Source: an optimization exercise on an open RTL-to-GDS flow (aim: small area, a short achievable clock period and few clock cycles). Production flows keep margins and buffers that such runs may drop.
RTL that was checked went through simulation tests only; none was proved equivalent to the original.
Power is estimated from default activity; no workload was simulated.

==> inputs of trial 5 <==
## sao_eo_stat_acc
module sao_eo_stat_acc
#(
  parameter int n_pix     = sao_pkg::N_PIX,
  parameter int n_eo_type = sao_pkg::N_EO_TYPE,
  parameter int diff_len  = sao_pkg::DIFF_LEN,
  parameter int cnt_len   = sao_pkg::CNT_LEN,
  parameter int sum_len   = sao_pkg::SUM_LEN
) (
  input  logic                                  clk,
  input  logic                                  arst_n,
  input  logic                                  start,
  input  logic                                  in_valid,
  output logic                                  in_ready,
  input  logic                                  in_last,
  input  logic [n_eo_type-1:0][n_pix-1:0][2:0]  in_cat,
  input  logic [n_pix-1:0][diff_len-1:0]        in_diff,
  input  logic [n_eo_type-1:0][n_pix-1:0]       b_use,
  output logic                                  stat_valid,
  input  logic                                  stat_ready,
  output logic [n_eo_type-1:0][3:0][cnt_len-1:0] stat_cnt,
  output logic [n_eo_type-1:0][3:0][sum_len-1:0] stat_sum
);
==> module sao_blk_cat_sum, before the edit <==
module sao_blk_cat_sum
#(
  parameter int diff_len = sao_pkg::DIFF_LEN,
  parameter int cnt_len  = sao_pkg::CNT_LEN,
  parameter int sum_len  = sao_pkg::SUM_LEN,
  parameter logic [10:0] seg = 11'b010_0100_1000   
) (
  input  logic                          clk,
  input  logic                          clr,       
  input  logic [3:0][5:0]               sel,       
  input  logic [diff_len-1:0]           d0, d1, d2, d3,
  input  logic [diff_len:0]             d01, d23,
  output logic [3:0][cnt_len-1:0]       cnt,
  output logic [3:0][sum_len-1:0]       sum
);
  localparam int PW  = diff_len + 1;        
  localparam int LW  = PW + 1;              
  localparam int HW  = sum_len - LW;        
  localparam int CLW = 3;                   
  localparam int CHW = cnt_len - CLW;       
  for (genvar c = 0; c < 4; c++) begin : g_bin
    logic [5:0]    sl;
    logic [PW-1:0] x, y;
    logic [LW-1:0] a, b;                    
    logic [LW-1:0] lo, u, s;
    logic [LW:0]   v, k;
    logic [LW-1:0] cr;                      
    logic          c11, v11;
    logic [HW-1:0] hi, hi_n;
    logic          inc, dec;
    assign sl = sel[c];
    for (genvar i = 0; i < PW; i++) begin : g_mux
      localparam int j = (i < diff_len) ? i : diff_len - 1;
      assign x[i] = (sl[0] & d0[j]) | (sl[1] & d1[j]) | (sl[2] & d01[i]);
      assign y[i] = (sl[3] & d2[j]) | (sl[4] & d3[j]) | (sl[5] & d23[i]);
    end
    assign a = {1'b1, ~x[PW-1], x[PW-2:0]};
    assign b = {1'b0, ~y[PW-1], y[PW-2:0]};
    assign v[0] = 1'b0;
    for (genvar i = 0; i < LW; i++) begin : g_csa
      assign u[i]   = lo[i] ^ a[i] ^ b[i];
      assign v[i+1] = (lo[i] & a[i]) | (lo[i] & b[i]) | (a[i] & b[i]);
    end
    assign k[0] = 1'b0;
    for (genvar i = 0; i < LW; i++) begin : g_cpa
      logic ki;
      if (seg[i]) begin : g_cut
        assign ki = cr[i];
      end else begin : g_chain
        assign ki = k[i];
      end
      assign s[i]   = u[i] ^ v[i] ^ ki;
      assign k[i+1] = (u[i] & v[i]) | (u[i] & ki) | (v[i] & ki);
    end
    always_ff @(posedge clk) begin
      for (int i = 0; i < LW; i++) begin
        lo[i] <= !clr && s[i];
        cr[i] <= !clr && seg[i] && k[i];
      end
      c11 <= !clr && k[LW];
      v11 <= clr || v[LW];
    end
    assign inc = c11 & v11;
    assign dec = ~c11 & ~v11;
    for (genvar i = 0; i < HW; i++) begin : g_hi
      if (i == 0) begin : g_b0
        assign hi_n[i] = hi[i] ^ (inc | dec);
      end else begin : g_bi
        assign hi_n[i] = hi[i] ^ ((inc & (&hi[i-1:0])) | (dec & ~(|hi[i-1:0])));
      end
    end
    always_ff @(posedge clk) begin
      hi <= clr ? '0 : hi_n;
    end
    assign sum[c] = {hi, lo};
    logic [CLW-1:0] clo, cs;
    logic [CHW-1:0] chi;
    logic           ce;
    logic           oa, ob, k1, k2, k3;
    assign oa    = sl[0] | sl[1];
    assign ob    = sl[3] | sl[4];
    assign cs[0] = clo[0] ^ oa ^ ob;
    assign k1    = (clo[0] & oa) | (clo[0] & ob) | (oa & ob);
    logic [1:0] b1;
    assign b1    = 2'(clo[1]) + 2'(sl[2]) + 2'(sl[5]) + 2'(k1);
    assign cs[1] = b1[0];
    assign k2    = b1[1];
    assign cs[2] = clo[2] ^ k2;
    assign k3    = clo[2] & k2;
    always_ff @(posedge clk) begin
      clo <= clr ? '0 : cs;
      ce  <= !clr && k3;
      chi <= clr ? '0 : chi + CHW'(ce);
    end
    assign cnt[c] = {chi, clo};
  end
endmodule
clock: 7.5 ns
lec_check: 0
cap_margin: 20
core_margin: 2
core_utilization: 55
cts_cluster_diameter: 120
cts_cluster_size: 24
setup_slack_margin: 4.7
slew_margin: 20
standard.sh (not shown) runs the stock make flow with config.mk's settings and CLKGATE_MAP_FILE= SYNTH_SCRIPT=/design/flow/synth_recipe.tcl, a recipe that flattens the netlist after the stock synthesis.
==> flow/flow/run.sh <==
#!/bin/bash
# The standard layout, with the port buffers that placement inserts made of the
# smallest buffer cell (every port still gets its own buffer).
set -euo pipefail
export BUFFER_PORTS_ARGS="-buffer_cell sky130_fd_sc_hd__buf_1"
bash standard.sh > standard.log 2>&1
==> inputs of trial 17, as changes to trial 5 <==
- CORE_UTILIZATION: 55 -> 40
==> inputs of build 6, as changes to trial 5 <==
--- a/flow/design.v
+++ b/flow/design.v
@@ -36,10 +36,10 @@
   localparam int CHW = cnt_len - CLW;       
   for (genvar c = 0; c < 4; c++) begin : g_bin
     logic [5:0]    sl;
-    logic [PW-1:0] x, y;
-    logic [LW-1:0] a, b;                    
-    logic [LW-1:0] lo, u, s;
-    logic [LW:0]   v, k;
+    logic [PW-1:0] xn, yn;                  
+    logic [LW-1:0] an, bn;                  
+    logic [LW-1:0] lo, lon, un, sn;
+    logic [LW:0]   vn, kn;
     logic [LW-1:0] cr;                      
     logic          c11, v11;
     logic [HW-1:0] hi, hi_n;
@@ -47,34 +47,35 @@
     assign sl = sel[c];
     for (genvar i = 0; i < PW; i++) begin : g_mux
       localparam int j = (i < diff_len) ? i : diff_len - 1;
-      assign x[i] = (sl[0] & d0[j]) | (sl[1] & d1[j]) | (sl[2] & d01[i]);
-      assign y[i] = (sl[3] & d2[j]) | (sl[4] & d3[j]) | (sl[5] & d23[i]);
-    end
-    assign a = {1'b1, ~x[PW-1], x[PW-2:0]};
-    assign b = {1'b0, ~y[PW-1], y[PW-2:0]};
-    assign v[0] = 1'b0;
+      assign xn[i] = ~((sl[0] & d0[j]) | (sl[1] & d1[j]) | (sl[2] & d01[i]));
+      assign yn[i] = ~((sl[3] & d2[j]) | (sl[4] & d3[j]) | (sl[5] & d23[i]));
+    end
+    assign an  = {1'b0, ~xn[PW-1], xn[PW-2:0]};
+    assign bn  = {1'b1, ~yn[PW-1], yn[PW-2:0]};
+    assign lon = ~lo;
+    assign vn[0] = 1'b1;
     for (genvar i = 0; i < LW; i++) begin : g_csa
-      assign u[i]   = lo[i] ^ a[i] ^ b[i];
-      assign v[i+1] = (lo[i] & a[i]) | (lo[i] & b[i]) | (a[i] & b[i]);
-    end
-    assign k[0] = 1'b0;
+      assign un[i]   = lon[i] ^ an[i] ^ bn[i];
+      assign vn[i+1] = (lon[i] & an[i]) | (lon[i] & bn[i]) | (an[i] & bn[i]);
+    end
+    assign kn[0] = 1'b1;
     for (genvar i = 0; i < LW; i++) begin : g_cpa
-      logic ki;
+      logic kin;
       if (seg[i]) begin : g_cut
-        assign ki = cr[i];
+        assign kin = ~cr[i];
       end else begin : g_chain
-        assign ki = k[i];
-      end
-      assign s[i]   = u[i] ^ v[i] ^ ki;
-      assign k[i+1] = (u[i] & v[i]) | (u[i] & ki) | (v[i] & ki);
+        assign kin = kn[i];
+      end
+      assign sn[i]   = un[i] ^ vn[i] ^ kin;
+      assign kn[i+1] = (un[i] & vn[i]) | (un[i] & kin) | (vn[i] & kin);
     end
     always_ff @(posedge clk) begin
       for (int i = 0; i < LW; i++) begin
-        lo[i] <= !clr && s[i];
-        cr[i] <= !clr && seg[i] && k[i];
-      end
-      c11 <= !clr && k[LW];
-      v11 <= clr || v[LW];
+        lo[i] <= !(clr || sn[i]);
+        cr[i] <= !(clr || !seg[i] || kn[i]);
+      end
+      c11 <= !(clr || kn[LW]);
+      v11 <= clr || !vn[LW];
     end
     assign inc = c11 & v11;
     assign dec = ~c11 & ~v11;
@@ -91,7 +92,6 @@
     assign sum[c] = {hi, lo};
     logic [CLW-1:0] clo, cs;
     logic [CHW-1:0] chi;
-    logic           ce;
     logic           oa, ob, k1, k2, k3;
     assign oa    = sl[0] | sl[1];
     assign ob    = sl[3] | sl[4];
@@ -103,10 +103,17 @@
     assign k2    = b1[1];
     assign cs[2] = clo[2] ^ k2;
     assign k3    = clo[2] & k2;
+    logic [CHW-1:0] chi_n;
+    for (genvar i = 0; i < CHW; i++) begin : g_chi
+      if (i == 0) begin : g_b0
+        assign chi_n[i] = chi[i] ^ k3;
+      end else begin : g_bi
+        assign chi_n[i] = chi[i] ^ (k3 & (&chi[i-1:0]));
+      end
+    end
     always_ff @(posedge clk) begin
       clo <= clr ? '0 : cs;
-      ce  <= !clr && k3;
-      chi <= clr ? '0 : chi + CHW'(ce);
+      chi <= clr ? '0 : chi_n;
     end
     assign cnt[c] = {chi, clo};
   end
- CELL_PAD_IN_SITES_DETAIL_PLACEMENT: not set -> 1
==> notes <==
Build 6 passed the timing, design-rule and antenna checks. Trial 5 completed without violations. Trial 17 finished clean. Power: build 6 < trial 5 < trial 17. Of build 6 and trial 5, trial 5 has the higher cell count (gap 3.5%, measured against trial 5). In build 6 the synthesized cell count is lower than in trial 17, by about 4%. In trial 5 the combinational power is higher than in build 6, by about 10%. Against build 6, the fmax of trial 5 is higher by about 1.6%. Sequential cell count is the same in trial 17 and trial 5. The lowest sequential share of layout area belongs to trial 17, the highest to build 6. Die area: build 6 < trial 5 < trial 17. Sequential power is about the same in trial 17 and build 6. Against build 6, the clock power of trial 5 is higher by about 2%.
==> figures <==
|  | trial 17 | trial 5 | build 6 |
|---|---|---|---|
| Status | timing/DRC/antenna clean | timing/DRC/antenna clean | timing/DRC/antenna clean |
| Final Skew | 0.0264 ns | 0.0346 ns | 0.0294 ns |
| Global Route Usage Sum | 26.3% | 33.2% | 36.1% |
| Switching component of the power | 2.78 mW | 2.67 mW | 2.66 mW |
| GR Util met3 | 8.27% | 9.48% | 8.56% |
| Total via count in the routed design | 33500 | 33500 | 34100 |
| Number of buffers inserted to repair setup after CTS | 1 | 0 | 1 |
| Critical path depth in cells | 1 | 1 | 7 |
| Routed length per placed instance | 23.1 um | 22.5 um | 25.0 um |
| Number of inserted diodes | 11 | 8 | 6 |
| Vert. Die Dim | 328 um | 280 um | 277 um |
| Ratio of layout area to synthesized area | 1.127x | 1.104x | 1.118x |
| Worst min-delay path endpoint | fl[1]$_DFF_PN0_ | fl[5]$_DFF_PN0_ | fl[5]$_DFF_PN0_ |
| Max Fanout on Critical Path | 2 | 2 | 16 |
| Number of gates given a new drive strength after cts | 344 | 113 | 304 |
| Width of the die | 328 um | 280 um | 277 um |
| Path type of the worst setup path | reg -> out | reg -> out | reg -> reg |
| Combined buffer and inverter count along the critical path | 1 | 1 | 2 |
| Final nets | 5462 | 5464 | 5258 |
| Estimated wirelength of the detail-placed design | 103 mm | 92.7 mm | 107 mm |
| Met1 Wirelength | 56.0 mm | 51.7 mm | 54.4 mm |
Testbench counts of trial 5, summed over its fixed seeds: cycles 19,928.
Testbench counts of trial 17, summed over its fixed seeds: cycles 19,928.
No functional check of the RTL was part of build 6.

==> what the ideal ports hide <==
The flow's constraints put no driver on any port. The routed layouts listed below were extracted and timed again, unchanged, in two steps.
Step 1: set_driving_cell puts a clkbuf_16 on clk and a buf_2 on each other input, an assumption about the parent block.
Step 2 times the ports against the registers' clock, not the clock port: input delays grow and output delays shrink by t, the midpoint of the rising clock arrivals with the driver on.
a / b / c = no drivers / after step 1 / after step 2; a / b = the first two.
| run | shift t [ns] | setup slack, ns | hold WS [ns] | worst setup path after step 2 | worst data-port slew with drivers (ns) |
|---|---|---|---|---|---|
| trial 5 | 0.683 | 4.728 / 4.655 / 4.340 | 0.483 / 0.483 / 0.483 | input to register | 0.12 |
| trial 17 | 0.709 | 4.738 / 4.659 / 4.363 | 0.469 / 0.469 / 0.469 | input to register | 0.11 |
| build 6 | 0.676 | 4.684 / 4.646 / 4.182 | 0.490 / 0.490 / 0.490 | input to register | 0.17 |
After both steps setup and hold are still met in every run listed. For build 6, which loses most, drivers alone change the setup slack by -0.038 ns; drivers and shift together by -0.502 ns.
